This is an optimization exercise on Yosys and OpenROAD, whose aim is small area, not a production implementation.
The RTL was checked by simulation tests, not by an equivalence proof against the original design.
Power is estimated from default activity; no workload was simulated.

==> flow/design.v <==
package rule110_pkg;
  localparam int CELLS = 256;
  localparam int WORD  = 16;
  localparam int WORDS = CELLS / WORD;
  typedef enum logic {
    IDLE = 1'b0,
    RECV = 1'b1
  } rx_state_e;
endpackage
module rule110_step #(
  parameter int N = rule110_pkg::WORD
) (
  input  logic [N-1:0] cur_i,
  input  logic         l_i,
  input  logic         r_i,
  output logic [N-1:0] nxt_o
);
  logic [N-1:0] left;
  logic [N-1:0] right;
  assign left  = {l_i, cur_i[N-1:1]};
  assign right = {cur_i[N-2:0], r_i};
  assign nxt_o = (left & cur_i & ~right) | (~left & cur_i) | (~cur_i & right);
endmodule
module rule110_frame_rx
(
  input  logic             clk,
  input  logic             rst,
  input  logic [rule110_pkg::WORD-1:0]  word_in,
  input  logic             word_valid,
  input  logic             sof,
  input  logic             check_en,
  output logic [rule110_pkg::CELLS-1:0] frame_out,
  output logic             frame_valid,
  output logic             mismatch,
  output logic             sync_err,
  output logic [15:0]      frame_count,
  output logic [7:0]       err_count,
  output rule110_pkg::rx_state_e state_dbg
);
  localparam int CELLS = rule110_pkg::CELLS;
  localparam int WORD  = rule110_pkg::WORD;
  localparam int WORDS = rule110_pkg::WORDS;
  rule110_pkg::rx_state_e state_q;
  logic [3:0]             idx_q;
  logic [CELLS-WORD-1:0]  asm_q;      
  logic [CELLS-1:0]       frame_q;    
  logic                   have_prev_q;
  logic                   diff_q;     
  logic                   frame_valid_q;
  logic                   mismatch_q;
  logic                   sync_err_q;
  logic [15:0]            frame_count_q;
  logic [7:0]             err_count_q;
  logic                   recv;
  logic                   take;
  logic                   last;
  logic [WORDS-1:0]       sel;
  logic [CELLS+1:0]       ext;
  logic [WORD+1:0]        win;
  logic [WORD-1:0]        exp_w;
  logic                   diff_w;
  logic                   diff_all;
  logic                   mismatch_d;
  assign recv = (state_q == rule110_pkg::RECV);
  assign take = word_valid & (sof | recv);           
  assign last = word_valid & recv & ~sof & (idx_q == 4'(WORDS - 1));
  assign ext = {1'b0, frame_q, 1'b0};
  always_comb begin
    for (int w = 0; w < WORDS; w++)
      sel[w] = (w == 0) ? sof : (~sof & (idx_q == 4'(w)));
    win = '0;
    for (int w = 0; w < WORDS; w++)
      win = win | ({(WORD+2){sel[w]}} & ext[CELLS+1-WORD*w -: WORD+2]);
  end
  rule110_step #(.N(WORD)) u_step (
    .cur_i (win[WORD:1]),
    .l_i   (win[WORD+1]),
    .r_i   (win[0]),
    .nxt_o (exp_w)
  );
  assign diff_w     = (word_in != exp_w);
  assign diff_all   = diff_w | diff_q;
  assign mismatch_d = check_en & have_prev_q & diff_all;
  always_ff @(posedge clk) begin
    asm_q <= ({CELLS-WORD{word_valid}} & {asm_q[CELLS-2*WORD-1:0], word_in})
           | ({CELLS-WORD{~word_valid}} & asm_q);
  end
  logic ld_frame;
  logic hold_frame;
  assign ld_frame   = last & ~rst;
  assign hold_frame = ~last & ~rst;
  always_ff @(posedge clk) begin
    frame_q <= ({CELLS{ld_frame}} & {asm_q, word_in}) | ({CELLS{hold_frame}} & frame_q);
  end
  always_ff @(posedge clk) begin
    if (take) diff_q <= diff_w | (diff_q & ~sof);
  end
  always_ff @(posedge clk) begin
    if (rst) begin
      state_q       <= rule110_pkg::IDLE;
      idx_q         <= '0;
      have_prev_q   <= 1'b0;
      frame_valid_q <= 1'b0;
      mismatch_q    <= 1'b0;
      sync_err_q    <= 1'b0;
      frame_count_q <= '0;
      err_count_q   <= '0;
    end else begin
      frame_valid_q <= last;
      mismatch_q    <= last & mismatch_d;
      sync_err_q    <= word_valid & (recv ? sof : ~sof);
      if (take) begin
        state_q <= rule110_pkg::RECV;
        idx_q   <= sof ? 4'd1 : idx_q + 4'd1;
      end
      if (last) begin
        have_prev_q   <= 1'b1;
        frame_count_q <= frame_count_q + 16'd1;
        if (mismatch_d && (err_count_q != 8'hFF)) begin
          err_count_q <= err_count_q + 8'd1;
        end
        state_q <= rule110_pkg::IDLE;
      end
    end
  end
  assign frame_out   = frame_q;
  assign frame_valid = frame_valid_q;
  assign mismatch    = mismatch_q;
  assign sync_err    = sync_err_q;
  assign frame_count = frame_count_q;
  assign err_count   = err_count_q;
  assign state_dbg   = state_q;
endmodule
export LEC_CHECK = 0
export ABC_AREA = 1
export CAP_MARGIN = 20
export CORE_MARGIN = 2
export CORE_UTILIZATION = 60
export GPL_TIMING_DRIVEN = 0
export PLACE_DENSITY = 0.7
export SLEW_MARGIN = 20
export BUFFER_PORTS_ARGS = -buffer_cell sky130_fd_sc_hd__buf_1
export CTS_ARGS = -sink_clustering_enable -repair_clock_nets -dont_use_dummy_load -buf_list {sky130_fd_sc_hd__clkbuf_8} -sink_clustering_size 16 -sink_clustering_max_diameter 45
create_clock -name core_clock -period 5.0 [get_ports {clk}]
standard.sh (not shown) runs the stock make flow with config.mk's settings and CLKGATE_MAP_FILE= SYNTH_SCRIPT=/design/flow/synth_recipe.tcl, a recipe that flattens the netlist after the stock synthesis.
==> flow/flow/run.sh <==
#!/bin/bash
# The standard layout with three changes:
#  - after the standard synthesis (unchanged), the combinational gates are
#    re-mapped by ABC for area (flow/remap.ys); registers keep names and cells;
#  - port buffers use buf_1 instead of clkdlybuf4s50_1;
#  - the clock tree uses clkbuf_8 with larger sink clusters and no dummy loads.
set -e
cat >> config.mk <<'EOC'
export BUFFER_PORTS_ARGS = -buffer_cell sky130_fd_sc_hd__buf_1
export CTS_ARGS = -sink_clustering_enable -repair_clock_nets -dont_use_dummy_load -buf_list {sky130_fd_sc_hd__clkbuf_8} -sink_clustering_size 16 -sink_clustering_max_diameter 45
EOC
bash standard.sh synth > standard_synth.log 2>&1
R=orfs/results/$FLOW_PLATFORM/rule110_frame_rx/base
cp $R/1_2_yosys.v $R/1_2_yosys_std.v
LIB=$FLOW_HOME/platforms/$FLOW_PLATFORM/lib/sky130_fd_sc_hd__tt_025C_1v80.lib
sed -e "s|@LIB@|$LIB|g" -e "s|@IN@|$R/1_2_yosys_std.v|g" -e "s|@OUT@|$R/1_2_yosys_remap.v|g" \
    -e "s|@TOP@|$FLOW_TOP|g" -e "s|@ABC@|flow/remap.abc|g" -e "s|@STAT@|remap_stat.txt|g" \
    flow/remap.ys.in > remap.ys
YOSYS=$(command -v yosys || echo $FLOW_HOME/../tools/install/yosys/bin/yosys)
"$YOSYS" -s remap.ys > remap.log 2>&1
cp $R/1_2_yosys_remap.v $R/1_2_yosys.v
rm -f $R/1_synth.odb $R/1_synth.sdc
bash standard.sh > standard.log 2>&1
==> flow/flow/remap.abc <==
&get -n
&st
&dch
&nf -a -R 1000
&put
==> flow/flow/remap.ys.in <==
# Re-map the combinational logic of the standard synthesis for area. The
# flip-flops (and every other sequential cell) are kept as they are, with their
# names and cell types; only the gates between them are re-mapped.
read_liberty -ignore_miss_func @LIB@
read_verilog -defer @IN@
hierarchy -top @TOP@
setattr -mod -set keep_hierarchy 1 sky130_fd_sc_hd__*df* sky130_fd_sc_hd__*dl* sky130_fd_sc_hd__conb_1
flatten
delete t:$scopeinfo
rename -hide w:*.*
select -module @TOP@
opt -full
abc -liberty @LIB@ -dont_use sky130_fd_sc_hd__probe_p_8 -dont_use sky130_fd_sc_hd__probec_p_8 -dont_use sky130_fd_sc_hd__lpflow_* -script @ABC@
opt_clean -purge
hilomap -singleton -hicell sky130_fd_sc_hd__conb_1 HI -locell sky130_fd_sc_hd__conb_1 LO
insbuf -buf sky130_fd_sc_hd__buf_4 A X
opt_clean -purge
tee -o @STAT@ stat -liberty @LIB@
write_verilog -noattr -nohex -nodec -selected @OUT@
Rerun with:
Settings changed: CAP_MARGIN 20 to 0, GPL_TIMING_DRIVEN 0 to unset, SLEW_MARGIN 20 to 0.
What happened: Routed wire length barely changes; power goes down by 1.1%; flip-flop and latch count stays the same; die area stays the same; hold slack is about the same; cell area goes down by 3.6%; combinational power goes down by 23%.
Rerun with:
Settings changed: CAP_MARGIN 0 to 20, PLACE_DENSITY 0.7 to 0.85, SLEW_MARGIN 0 to 20.
=> The new run completed without violations. Die area does not change. Register-to-register slack loses 0.28 ns. First-iteration DRC count goes up by 9.4%. Final area barely changes. Worst setup slack is worse by 0.28 ns. Via count is higher by 1.6%. Wire length grows by 2.2%.
Rerun with:
Settings changed: CORE_UTILIZATION 60 to 50, PLACE_DENSITY 0.85 to 0.6.
The new run completed without violations. Total power came out higher slightly. Area after synthesis stays the same. Global-route usage came out lower by 3.5 points. Die area went up by about a fifth.
Rerun with:
Settings changed: CAP_MARGIN 20 to 5, CORE_UTILIZATION 50 to 60, PLACE_DENSITY 0.6 to 0.7, SLEW_MARGIN 20 to 5.
Combinational power is lower by about 8%.
Maximum frequency is lower by 1.5%.
Wire length is lower by 6.8%.
Global-route usage is higher by 2.8 points.
Synthesized area is unchanged.
Total power is lower by 1.6%.
Via count is higher by 1.9%.
Hold slack is better by 0.023 ns.
First-iteration DRC count is higher by 19%.

[re-timing with driven ports]
How much do the figures lean on ideal ports? The routed layouts below were timed once more, with nothing changed but the port constraints. Step 1 assumes that a clkbuf_16 drives the clock port and a buf_2 every other input. Step 2 times the ports against the registers' clock, not the clock port: input delays grow and output delays shrink by t, the midpoint of the rising clock arrivals with the driver on. Slacks: no drivers / after step 1 / after step 2; pairs: no drivers / after step 1.
run | t, ns | setup WS [ns] | worst setup path at the end | worst data-port slew with drivers (ns)
the first run | 0.617 | 0.215 / 0.240 / -0.377 | input to register | 0.06
the second run | 0.619 | 0.815 / 0.797 / 0.177 | input to register | 0.09
the third run | 0.615 | 0.534 / 0.516 / -0.099 | input to register | 0.09
the fourth run | 0.672 | 0.878 / 0.878 / 0.245 | input to register | 0.11
the fifth run | 0.619 | 0.815 / 0.797 / 0.177 | input to register | 0.09
With both steps, setup timing fails in the first run and the third run, where it was met with ideal ports.
